This design comes from an exercise in tuning for small area, a short achievable clock period and few clock cycles per item on the open sky130 flow, not from production work.
In this exercise RTL edits were held to simulation tests only and were not proved equivalent to the original.

==> build 24 <==
Design accel_tilt_smoother, start of the top module:
module accel_tilt_smoother (
    input  logic               aclk,
    input  logic               aresetn,
    input  logic               s_valid,
    output logic               s_ready,
    input  logic signed [15:0] s_accel_x,
    input  logic signed [15:0] s_accel_y,
    input  logic signed [15:0] s_accel_z,
    output logic               m_valid,
    input  logic               m_ready,
    output logic signed [15:0] m_mean_x,
    output logic signed [15:0] m_mean_y,
    output logic signed [15:0] m_mean_z,
    output logic signed [15:0] m_tilt_x,
    output logic signed [15:0] m_tilt_y,
    output logic [7:0]         m_servo_x,
    output logic [7:0]         m_servo_y
);
clock: 10.0 ns
lec_check: 0
abc_area: 1
cap_margin: 20
core_margin: 2
core_utilization: 40
cts_cluster_diameter: 120
cts_cluster_size: 24
slew_margin: 20
standard.sh (not shown) runs the stock make flow with config.mk's settings and CLKGATE_MAP_FILE= SYNTH_SCRIPT=/design/flow/synth_recipe.tcl, a recipe that flattens the netlist after the stock synthesis.
==> flow/flow/run.sh <==
#!/bin/bash
# Layout flow: the standard layout (standard.sh: the standard synthesis and
# the ORFS steps to finish, same SDC and clock period), with two changes in how
# the layout is made:
#  - the buffers that buffer_ports puts on every input and output port are
#    sky130_fd_sc_hd__buf_2 cells instead of the library's default choice
#  - timing repair works to a 6.6 ns setup margin on the 10 ns clock, so that
#    it speeds up every path slower than 3.4 ns
# make's full output goes to standard.log here; each ORFS step also keeps its
# own log under orfs/logs/.
set -euo pipefail
cd "$(dirname "${BASH_SOURCE[0]}")/.."
export BUFFER_PORTS_ARGS="-buffer_cell sky130_fd_sc_hd__buf_2"
export SETUP_SLACK_MARGIN=6.6
bash standard.sh > standard.log 2>&1
==> inputs of build 52, as changes to build 24 <==
- CORE_UTILIZATION: 40 -> 50
- PLACE_DENSITY: unset -> 0.62
==> inputs of trial 31, as changes to build 24 <==
--- a/flow/design.v
+++ b/flow/design.v
@@ -50,14 +50,12 @@
 endmodule
 module atc_front (
     input  logic               aclk,
     input  logic               aresetn,
     input  logic               recirc,
     input  logic               recirc_next,
-    input  logic               replay,
-    input  logic               replay_next,
     input  logic               s_valid,
     output logic               s_ready,
     input  logic signed [15:0] s_accel_x,
     input  logic signed [15:0] s_accel_y,
     input  logic signed [15:0] s_accel_z,
     output logic               entering,
@@ -71,14 +69,14 @@
     logic [18:0] tx_reg, ty_reg, tz_reg;
     logic [2:0]  fill;
     logic        full;
     logic [18:0] ox, oy, oz;
     logic [18:0] cx_s, cx_c, cy_s, cy_c, cz_s, cz_c;
     logic in_v_next, ready, ready_q;
-    assign ready     = !in_v || (!recirc && !replay);
-    assign entering  = in_v && !recirc && !replay;
+    assign ready     = !in_v || !recirc;
+    assign entering  = in_v && !recirc;
     assign in_v_next = ready ? s_valid : in_v;
     assign s_ready   = ready_q;
     always_ff @(posedge aclk) begin
         if (ready) begin
             in_reg <= {s_accel_x, s_accel_y, s_accel_z};
         end
@@ -86,13 +84,13 @@
     always_ff @(posedge aclk) begin
         if (!aresetn) begin
             in_v    <= 1'b0;
             ready_q <= 1'b1;
         end else begin
             in_v    <= in_v_next;
-            ready_q <= !in_v_next || (!recirc_next && !replay_next);
+            ready_q <= !in_v_next || !recirc_next;
         end
     end
     assign sum_x = tx_reg + 19'($signed(in_reg[47:32]));
     assign sum_y = ty_reg + 19'($signed(in_reg[31:16]));
     assign sum_z = tz_reg + 19'($signed(in_reg[15:0]));
     assign ox   = full ? 19'($signed(w[6][47:32])) : 19'd0;
@@ -141,20 +139,17 @@
     input  logic        entering,
     input  logic [18:0] sum_x,
     input  logic [18:0] sum_y,
     input  logic [18:0] sum_z,
     output logic        recirc,
     output logic        recirc_next,
-    output logic        replay,
-    output logic        replay_next,
     output logic        deliver,
     output logic [95:0] out_data
 );
     logic [33:0] v;
-    logic [5:0] vcount, vcount_next, blk, blk_next;
-    logic            fail;
+    logic [5:0] next_tag, exp_tag;
     logic [18:0] Sx_s0;
     logic [18:0] Sx_s1;
     logic [18:0] Sx_s2;
     logic [18:0] Sx_s3;
     logic [18:0] Sx_s4;
     logic [18:0] Sx_s5;
@@ -838,35 +833,66 @@
     logic [15:0] tx_s32;
     logic [15:0] tx_s33;
     logic [15:0] ty_s32;
     logic [15:0] ty_s33;
     logic [7:0] sx_s33;
     logic [7:0] sy_s33;
+    logic [5:0] tag_s0;
+    logic [5:0] tag_s1;
+    logic [5:0] tag_s2;
+    logic [5:0] tag_s3;
+    logic [5:0] tag_s4;
+    logic [5:0] tag_s5;
+    logic [5:0] tag_s6;
+    logic [5:0] tag_s7;
+    logic [5:0] tag_s8;
+    logic [5:0] tag_s9;
+    logic [5:0] tag_s10;
+    logic [5:0] tag_s11;
+    logic [5:0] tag_s12;
+    logic [5:0] tag_s13;
+    logic [5:0] tag_s14;
+    logic [5:0] tag_s15;
+    logic [5:0] tag_s16;
+    logic [5:0] tag_s17;
+    logic [5:0] tag_s18;
+    logic [5:0] tag_s19;
+    logic [5:0] tag_s20;
+    logic [5:0] tag_s21;
+    logic [5:0] tag_s22;
+    logic [5:0] tag_s23;
+    logic [5:0] tag_s24;
+    logic [5:0] tag_s25;
+    logic [5:0] tag_s26;
+    logic [5:0] tag_s27;
+    logic [5:0] tag_s28;
+    logic [5:0] tag_s29;
+    logic [5:0] tag_s30;
+    logic [5:0] tag_s31;
+    logic [5:0] tag_s32;
+    logic [5:0] tag_s33;
+    logic [5:0] exp_next;
     assign deliver     = v[33] && !recirc;
-    assign fail        = recirc && (blk == '0);
-    assign blk_next    = fail ? 6'(32) : ((blk == '0) ? blk : blk - 6'(1));
-    assign vcount_next = vcount + 6'(entering) - 6'(deliver);
-    assign replay_next = (replay || fail) && (vcount_next != '0);
-    assign recirc_next = v[32] && !(room_next && (blk_next == '0));
+    assign exp_next    = exp_tag + 6'(deliver);
+    assign recirc_next = v[32] && !((tag_s32 == exp_next) && room_next);
     assign v[0]    = recirc || entering;
     assign Sx_s0   = recirc ? Sx_s33 : sum_x;
     assign Sy_s0   = recirc ? Sy_s33 : {sum_y[18], sum_y[17:0] ^ {18{sum_y[18]}}};
     assign Sz_s0   = recirc ? Sz_s33 : {sum_z[18], sum_z[17:0] ^ {18{sum_z[18]}}};
+    assign tag_s0  = recirc ? tag_s33 : next_tag;
     always_ff @(posedge aclk) begin
         if (!aresetn) begin
             v[33:1]  <= '0;
             recirc   <= 1'b0;
-            vcount   <= '0;
-            blk      <= '0;
-            replay   <= 1'b0;
+            next_tag <= '0;
+            exp_tag  <= '0;
         end else begin
             v[33:1]  <= v[32:0];
             recirc   <= recirc_next;
-            vcount   <= vcount_next;
-            blk      <= blk_next;
-            replay   <= replay_next;
+            next_tag <= next_tag + 6'(entering);
+            exp_tag  <= exp_next;
         end
     end
     wire [17:0] sqa_y = Sy_s1[17:0];
     wire [17:0] sqa_z = Sz_s1[17:0];
     wire sqt0_s0 = (sqa_y[0] & sqa_y[15]) ^ (sqa_y[1] & sqa_y[14]);
     wire sqt0_c0 = (sqa_y[0] & sqa_y[15]) & (sqa_y[1] & sqa_y[14]);
@@ -2363,29 +2389,32 @@
     wire svy_hi = !ty_s33[15];
     assign sy_s33 = svy_lo ? 8'd0 : (svy_hi ? 8'd180 : svy_p[19:12]);
     always_ff @(posedge aclk) begin
         Sx_s1 <= Sx_s0;
         Sy_s1 <= Sy_s0;
         Sz_s1 <= Sz_s0;
+        tag_s1 <= tag_s0;
         Sx_s2 <= Sx_s1;
         Sy_s2 <= Sy_s1;
         Sz_s2 <= Sz_s1;
         qr0_0_s2 <= qr0_0_s1;
         qr0_1_s2 <= qr0_1_s1;
         qr0_2_s2 <= qr0_2_s1;
         qr0_3_s2 <= qr0_3_s1;
         qr0_4_s2 <= qr0_4_s1;
         qr0_5_s2 <= qr0_5_s1;
         qr0_6_s2 <= qr0_6_s1;
         qr0_7_s2 <= qr0_7_s1;
         qr0_8_s2 <= qr0_8_s1;
+        tag_s2 <= tag_s1;
         Sx_s3 <= Sx_s2;
         Sy_s3 <= Sy_s2;
         Sz_s3 <= Sz_s2;
         qr1_0_s3 <= qr1_0_s2;
         qr1_1_s3 <= qr1_1_s2;
+        tag_s3 <= tag_s2;
         Sx_s4 <= Sx_s3;
         Sy_s4 <= Sy_s3;
         Sz_s4 <= Sz_s3;
         q4_0_s4 <= q4_0_s3;
         q4_1_s4 <= q4_1_s3;
         q4_2_s4 <= q4_2_s3;
@@ -2393,12 +2422,13 @@
         q4_4_s4 <= q4_4_s3;
         q4_5_s4 <= q4_5_s3;
         q4_6_s4 <= q4_6_s3;
         q4_7_s4 <= q4_7_s3;
         q4_8_s4 <= q4_8_s3;
         q4_9_s4 <= q4_9_s3;
+        tag_s4 <= tag_s3;
         Sx_s5 <= Sx_s4;
         Sy_s5 <= Sy_s4;
         Sz_s5 <= Sz_s4;
         q4_2_s5 <= q4_2_s4;
         q4_3_s5 <= q4_3_s4;
         q4_4_s5 <= q4_4_s4;
@@ -2406,117 +2436,131 @@
         q4_6_s5 <= q4_6_s4;
         q4_7_s5 <= q4_7_s4;
         q4_8_s5 <= q4_8_s4;
         q4_9_s5 <= q4_9_s4;
         rem2_s5 <= rem2_s4;
         root2_s5 <= root2_s4;
+        tag_s5 <= tag_s4;
         Sx_s6 <= Sx_s5;
         Sy_s6 <= Sy_s5;
         Sz_s6 <= Sz_s5;
         q4_3_s6 <= q4_3_s5;
         q4_4_s6 <= q4_4_s5;
         q4_5_s6 <= q4_5_s5;
         q4_6_s6 <= q4_6_s5;
         q4_7_s6 <= q4_7_s5;
         q4_8_s6 <= q4_8_s5;
         q4_9_s6 <= q4_9_s5;
         rem3_s6 <= rem3_s5;
         root3_s6 <= root3_s5;
+        tag_s6 <= tag_s5;
         Sx_s7 <= Sx_s6;
         Sy_s7 <= Sy_s6;
         Sz_s7 <= Sz_s6;
         q4_4_s7 <= q4_4_s6;
         q4_5_s7 <= q4_5_s6;
         q4_6_s7 <= q4_6_s6;
         q4_7_s7 <= q4_7_s6;
         q4_8_s7 <= q4_8_s6;
         q4_9_s7 <= q4_9_s6;
         rem4_s7 <= rem4_s6;
         root4_s7 <= root4_s6;
+        tag_s7 <= tag_s6;
         Sx_s8 <= Sx_s7;
         Sy_s8 <= Sy_s7;
         Sz_s8 <= Sz_s7;
         q4_5_s8 <= q4_5_s7;
         q4_6_s8 <= q4_6_s7;
         q4_7_s8 <= q4_7_s7;
         q4_8_s8 <= q4_8_s7;
         q4_9_s8 <= q4_9_s7;
         rem5_s8 <= rem5_s7;
         root5_s8 <= root5_s7;
+        tag_s8 <= tag_s7;
         Sx_s9 <= Sx_s8;
         Sy_s9 <= Sy_s8;
         Sz_s9 <= Sz_s8;
         q4_6_s9 <= q4_6_s8;
         q4_7_s9 <= q4_7_s8;
         q4_8_s9 <= q4_8_s8;
         q4_9_s9 <= q4_9_s8;
         rem6_s9 <= rem6_s8;
         root6_s9 <= root6_s8;
+        tag_s9 <= tag_s8;
         Sx_s10 <= Sx_s9;
         Sy_s10 <= Sy_s9;
         Sz_s10 <= Sz_s9;
         q4_7_s10 <= q4_7_s9;
         q4_8_s10 <= q4_8_s9;
         q4_9_s10 <= q4_9_s9;
         rem7_s10 <= rem7_s9;
         root7_s10 <= root7_s9;
+        tag_s10 <= tag_s9;
         Sx_s11 <= Sx_s10;
         Sy_s11 <= Sy_s10;
         Sz_s11 <= Sz_s10;
         q4_8_s11 <= q4_8_s10;
         q4_9_s11 <= q4_9_s10;
         rem8_s11 <= rem8_s10;
         root8_s11 <= root8_s10;
+        tag_s11 <= tag_s10;
         Sx_s12 <= Sx_s11;
         Sy_s12 <= Sy_s11;
         Sz_s12 <= Sz_s11;
         q4_9_s12 <= q4_9_s11;
         rem9_s12 <= rem9_s11;
         root9_s12 <= root9_s11;
+        tag_s12 <= tag_s11;
         Sx_s13 <= Sx_s12;
         Sy_s13 <= Sy_s12;
         Sz_s13 <= Sz_s12;
         rem10_s13 <= rem10_s12;
         root10_s13 <= root10_s12;
+        tag_s13 <= tag_s12;
         Sx_s14 <= Sx_s13;
         Sy_s14 <= Sy_s13;
         Sz_s14 <= Sz_s13;
         rem11_s14 <= rem11_s13;
         root11_s14 <= root11_s13;
+        tag_s14 <= tag_s13;
         Sx_s15 <= Sx_s14;
         Sy_s15 <= Sy_s14;
         Sz_s15 <= Sz_s14;
         rem12_s15 <= rem12_s14;
         root12_s15 <= root12_s14;
+        tag_s15 <= tag_s14;
         Sx_s16 <= Sx_s15;
         Sy_s16 <= Sy_s15;
         Sz_s16 <= Sz_s15;
         rem13_s16 <= rem13_s15;
         root13_s16 <= root13_s15;
+        tag_s16 <= tag_s15;
         Sx_s17 <= Sx_s16;
         Sy_s17 <= Sy_s16;
         Sz_s17 <= Sz_s16;
         cax0_s17 <= cax0_s16;
         cay0_s17 <= cay0_s16;
         caz_s17 <= caz_s16;
         caq_s17 <= caq_s16;
         cbx0_s17 <= cbx0_s16;
         cby0_s17 <= cby0_s16;
         cbz_s17 <= cbz_s16;
+        tag_s17 <= tag_s16;
         Sx_s18 <= Sx_s17;
         Sy_s18 <= Sy_s17;
         Sz_s18 <= Sz_s17;
         caz_s18 <= caz_s17;
         caq_s18 <= caq_s17;
         cad0_s18 <= cad0_s17;
         cay1_s18 <= cay1_s17;
         cax1_s18 <= cax1_s17;
         cbz_s18 <= cbz_s17;
         cbd0_s18 <= cbd0_s17;
         cby1_s18 <= cby1_s17;
         cbx1_s18 <= cbx1_s17;
+        tag_s18 <= tag_s17;
         Sx_s19 <= Sx_s18;
         Sy_s19 <= Sy_s18;
         Sz_s19 <= Sz_s18;
         caz_s19 <= caz_s18;
         caq_s19 <= caq_s18;
         cad0_s19 <= cad0_s18;
@@ -2525,12 +2569,13 @@
         cax2_s19 <= cax2_s18;
         cbz_s19 <= cbz_s18;
         cbd0_s19 <= cbd0_s18;
         cbd1_s19 <= cbd1_s18;
         cby2_s19 <= cby2_s18;
         cbx2_s19 <= cbx2_s18;
+        tag_s19 <= tag_s18;
         Sx_s20 <= Sx_s19;
         Sy_s20 <= Sy_s19;
         Sz_s20 <= Sz_s19;
         caz_s20 <= caz_s19;
         caq_s20 <= caq_s19;
         cad0_s20 <= cad0_s19;
@@ -2541,12 +2586,13 @@
         cbz_s20 <= cbz_s19;
         cbd0_s20 <= cbd0_s19;
         cbd1_s20 <= cbd1_s19;
         cbd2_s20 <= cbd2_s19;
         cby3_s20 <= cby3_s19;
         cbx3_s20 <= cbx3_s19;
+        tag_s20 <= tag_s19;
         Sx_s21 <= Sx_s20;
         Sy_s21 <= Sy_s20;
         Sz_s21 <= Sz_s20;
         caz_s21 <= caz_s20;
         caq_s21 <= caq_s20;
         cad0_s21 <= cad0_s20;
@@ -2559,12 +2605,13 @@
         cbd0_s21 <= cbd0_s20;
         cbd1_s21 <= cbd1_s20;
         cbd2_s21 <= cbd2_s20;
         cbd3_s21 <= cbd3_s20;
         cby4_s21 <= cby4_s20;
         cbx4_s21 <= cbx4_s20;
+        tag_s21 <= tag_s20;
         Sx_s22 <= Sx_s21;
         Sy_s22 <= Sy_s21;
         Sz_s22 <= Sz_s21;
         caz_s22 <= caz_s21;
         caq_s22 <= caq_s21;
         cad0_s22 <= cad0_s21;
@@ -2579,12 +2626,13 @@
         cbd1_s22 <= cbd1_s21;
         cbd2_s22 <= cbd2_s21;
         cbd3_s22 <= cbd3_s21;
         cbd4_s22 <= cbd4_s21;
         cby5_s22 <= cby5_s21;
         cbx5_s22 <= cbx5_s21;
+        tag_s22 <= tag_s21;
         Sx_s23 <= Sx_s22;
         Sy_s23 <= Sy_s22;
         Sz_s23 <= Sz_s22;
         caz_s23 <= caz_s22;
         caq_s23 <= caq_s22;
         cad0_s23 <= cad0_s22;
@@ -2601,12 +2649,13 @@
         cbd2_s23 <= cbd2_s22;
         cbd3_s23 <= cbd3_s22;
         cbd4_s23 <= cbd4_s22;
         cbd5_s23 <= cbd5_s22;
         cby6_s23 <= cby6_s22;
         cbx6_s23 <= cbx6_s22;
+        tag_s23 <= tag_s22;
         Sx_s24 <= Sx_s23;
         Sy_s24 <= Sy_s23;
         Sz_s24 <= Sz_s23;
         caz_s24 <= caz_s23;
         caq_s24 <= caq_s23;
         cad0_s24 <= cad0_s23;
@@ -2625,12 +2674,13 @@
         cbd3_s24 <= cbd3_s23;
         cbd4_s24 <= cbd4_s23;
         cbd5_s24 <= cbd5_s23;
         cbd6_s24 <= cbd6_s23;
         cby7_s24 <= cby7_s23;
         cbx7_s24 <= cbx7_s23;
+        tag_s24 <= tag_s23;
         Sx_s25 <= Sx_s24;
         Sy_s25 <= Sy_s24;
         Sz_s25 <= Sz_s24;
         caz_s25 <= caz_s24;
         caq_s25 <= caq_s24;
         cad0_s25 <= cad0_s24;
@@ -2651,12 +2701,13 @@
         cbd4_s25 <= cbd4_s24;
         cbd5_s25 <= cbd5_s24;
         cbd6_s25 <= cbd6_s24;
         cbd7_s25 <= cbd7_s24;
         cby8_s25 <= cby8_s24;
         cbx8_s25 <= cbx8_s24;
+        tag_s25 <= tag_s24;
         Sx_s26 <= Sx_s25;
         Sy_s26 <= Sy_s25;
         Sz_s26 <= Sz_s25;
         caz_s26 <= caz_s25;
         caq_s26 <= caq_s25;
         cad0_s26 <= cad0_s25;
@@ -2679,12 +2730,13 @@
         cbd5_s26 <= cbd5_s25;
         cbd6_s26 <= cbd6_s25;
         cbd7_s26 <= cbd7_s25;
         cbd8_s26 <= cbd8_s25;
         cby9_s26 <= cby9_s25;
         cbx9_s26 <= cbx9_s25;
+        tag_s26 <= tag_s25;
         Sx_s27 <= Sx_s26;
         Sy_s27 <= Sy_s26;
         Sz_s27 <= Sz_s26;
         caz_s27 <= caz_s26;
         caq_s27 <= caq_s26;
         cad0_s27 <= cad0_s26;
@@ -2709,12 +2761,13 @@
         cbd6_s27 <= cbd6_s26;
         cbd7_s27 <= cbd7_s26;
         cbd8_s27 <= cbd8_s26;
         cbd9_s27 <= cbd9_s26;
         cby10_s27 <= cby10_s26;
         cbx10_s27 <= cbx10_s26;
+        tag_s27 <= tag_s26;
         Sx_s28 <= Sx_s27;
         Sy_s28 <= Sy_s27;
         Sz_s28 <= Sz_s27;
         caz_s28 <= caz_s27;
         caq_s28 <= caq_s27;
         cad0_s28 <= cad0_s27;
@@ -2741,12 +2794,13 @@
         cbd7_s28 <= cbd7_s27;
         cbd8_s28 <= cbd8_s27;
         cbd9_s28 <= cbd9_s27;
         cbd10_s28 <= cbd10_s27;
         cby11_s28 <= cby11_s27;
         cbx11_s28 <= cbx11_s27;
+        tag_s28 <= tag_s27;
         Sx_s29 <= Sx_s28;
         Sy_s29 <= Sy_s28;
         Sz_s29 <= Sz_s28;
         caz_s29 <= caz_s28;
         caq_s29 <= caq_s28;
         cad0_s29 <= cad0_s28;
@@ -2775,12 +2829,13 @@
         cbd8_s29 <= cbd8_s28;
         cbd9_s29 <= cbd9_s28;
         cbd10_s29 <= cbd10_s28;
         cbd11_s29 <= cbd11_s28;
         cby12_s29 <= cby12_s28;
         cbx12_s29 <= cbx12_s28;
+        tag_s29 <= tag_s28;
         Sx_s30 <= Sx_s29;
         Sy_s30 <= Sy_s29;
         Sz_s30 <= Sz_s29;
         caz_s30 <= caz_s29;
         caq_s30 <= caq_s29;
         cad0_s30 <= cad0_s29;
@@ -2811,12 +2866,13 @@
         cbd9_s30 <= cbd9_s29;
         cbd10_s30 <= cbd10_s29;
         cbd11_s30 <= cbd11_s29;
         cbd12_s30 <= cbd12_s29;
         cby13_s30 <= cby13_s29;
         cbx13_s30 <= cbx13_s29;
+        tag_s30 <= tag_s29;
         Sx_s31 <= Sx_s30;
         Sy_s31 <= Sy_s30;
         Sz_s31 <= Sz_s30;
         caz_s31 <= caz_s30;
         caq_s31 <= caq_s30;
         cad0_s31 <= cad0_s30;
@@ -2849,12 +2905,13 @@
         cbd10_s31 <= cbd10_s30;
         cbd11_s31 <= cbd11_s30;
         cbd12_s31 <= cbd12_s30;
         cbd13_s31 <= cbd13_s30;
         cby14_s31 <= cby14_s30;
         cbx14_s31 <= cbx14_s30;
+        tag_s31 <= tag_s30;
         Sx_s32 <= Sx_s31;
         Sy_s32 <= Sy_s31;
         Sz_s32 <= Sz_s31;
         caz_s32 <= caz_s31;
         caq_s32 <= caq_s31;
         cad0_s32 <= cad0_s31;
@@ -2887,17 +2944,19 @@
         cbd10_s32 <= cbd10_s31;
         cbd11_s32 <= cbd11_s31;
         cbd12_s32 <= cbd12_s31;
         cbd13_s32 <= cbd13_s31;
         cbd14_s32 <= cbd14_s31;
         cbd15_s32 <= cbd15_s31;
+        tag_s32 <= tag_s31;
         Sx_s33 <= Sx_s32;
         Sy_s33 <= Sy_s32;
         Sz_s33 <= Sz_s32;
         tx_s33 <= tx_s32;
         ty_s33 <= ty_s32;
+        tag_s33 <= tag_s32;
     end
     assign out_data = {mx_s33, my_s33, mz_s33, tx_s33, ty_s33, sx_s33, sy_s33};
 endmodule
 module accel_tilt_smoother (
     input  logic               aclk,
     input  logic               aresetn,
@@ -2914,28 +2973,24 @@
     output logic signed [15:0] m_tilt_x,
     output logic signed [15:0] m_tilt_y,
     output logic [7:0]         m_servo_x,
     output logic [7:0]         m_servo_y
 );
     logic        room, room_next, recirc, recirc_next, deliver, entering;
-    logic        replay, replay_next;
     logic [18:0] sum_x, sum_y, sum_z;
     logic [95:0] out_data, m_data;
     atc_front u_front (
         .aclk(aclk), .aresetn(aresetn), .recirc(recirc), .recirc_next(recirc_next),
-        .replay(replay), .replay_next(replay_next),
         .s_valid(s_valid), .s_ready(s_ready),
         .s_accel_x(s_accel_x), .s_accel_y(s_accel_y), .s_accel_z(s_accel_z),
         .entering(entering), .sum_x(sum_x), .sum_y(sum_y), .sum_z(sum_z)
     );
     atc_back u_back (
         .aclk(aclk), .aresetn(aresetn), .room_next(room_next), .entering(entering),
         .sum_x(sum_x), .sum_y(sum_y), .sum_z(sum_z),
-        .recirc(recirc), .recirc_next(recirc_next),
-        .replay(replay), .replay_next(replay_next),
-        .deliver(deliver), .out_data(out_data)
+        .recirc(recirc), .recirc_next(recirc_next), .deliver(deliver), .out_data(out_data)
     );
     atc_fifo u_out (
         .aclk(aclk), .aresetn(aresetn),
         .push(deliver), .push_data(out_data),
         .room(room), .room_next(room_next), .m_valid(m_valid), .m_ready(m_ready), .m_data(m_data)
     );
- CORE_UTILIZATION: 40 -> 50
- CTS_CLUSTER_DIAMETER: 120 -> unset
- CTS_CLUSTER_SIZE: 24 -> unset
- PLACE_DENSITY: unset -> 0.62
==> impl_metrics.csv <==
group,metric,value,unit
setup_path,crit_start,"u_out.m_data[63]",
setup_path,rr_worst_depth,16,
setup_path,r2r-start,"u_back.root11_s14[8]",
sta,layout_setup_ws,6180,ps
synthesis,muxShareOfSynthArea,0.000129,
detailed_routing,drt-met1-wl,317,mm
run_status,status,"timing/DRC/antenna clean",
That was trial 31.
==> impl_metrics.csv <==
group,metric,value,unit
run_status,status,"timing/DRC/antenna clean",
synthesis,muxShareOfSynthArea,0.000133,
cells_and_area,layout_commonest_cell,"nand2_1",
sta,layout_setup_ws,6030,ps
setup_path,crit_start,"u_out.m_data[8]",
detailed_routing,drt-met1-wl,315,mm
setup_path,r2r-start,"u_back.root11_s14[4]",
That was build 24.
==> impl_metrics.csv <==
group,metric,value,unit
setup_path,rr_worst_depth,14,
sta,layout_setup_ws,5950,ps
detailed_routing,drt-met1-wl,340,mm
setup_path,cp_top_family,"flip-flops",
setup_path,crit_start,"u_out.m_data[2]",
placement,place_area,263000,sq um
run_status,status,"timing/DRC/antenna clean",
setup_path,r2r-start,"u_back.root10_s13[2]",
That was build 52.
Testbench counts of build 24, summed over its fixed seeds: cycles 1,048, items 768.
Testbench counts of build 52, summed over its fixed seeds: cycles 1,048, items 768.
Testbench counts of trial 31, summed over its fixed seeds: cycles 1,048, items 768.

afterwards: timing with drivers on the ports:
The flow's constraints put no driver on any port. The routed layouts listed below were extracted and timed again, unchanged, in two steps.
Step 1: set_driving_cell puts a clkbuf_16 on aclk and a buf_2 on each other input, an assumption about the parent block.
Step 2 adds t to the input delays and takes it off the output delays; t is the mean of the earliest and latest rising clock arrival at the registers after step 1. Input paths then give back, and output paths get back, about the clock's delay inside the block.
a / b / c = no drivers / after step 1 / after step 2; a / b = the first two.
| run | shift t [ns] | slack for setup (ns) | hold slack, ns | pins driven straight from the clock port |
|---|---|---|---|---|
| build 24 | 1.092 | 6.029 / 5.902 / 6.058 | 0.282 / 0.282 / 0.282 | 1 |
| build 52 | 1.082 | 5.951 / 5.827 / 5.872 | 0.293 / 0.293 / 0.293 | 1 |
| trial 31 | 1.164 | 6.180 / 6.062 / 5.712 | 0.275 / 0.275 / 0.275 | 1 |
After both steps every run listed still meets setup and hold. The setup slack of trial 31, which loses most, moves by -0.118 ns with the drivers and by -0.468 ns with both steps.
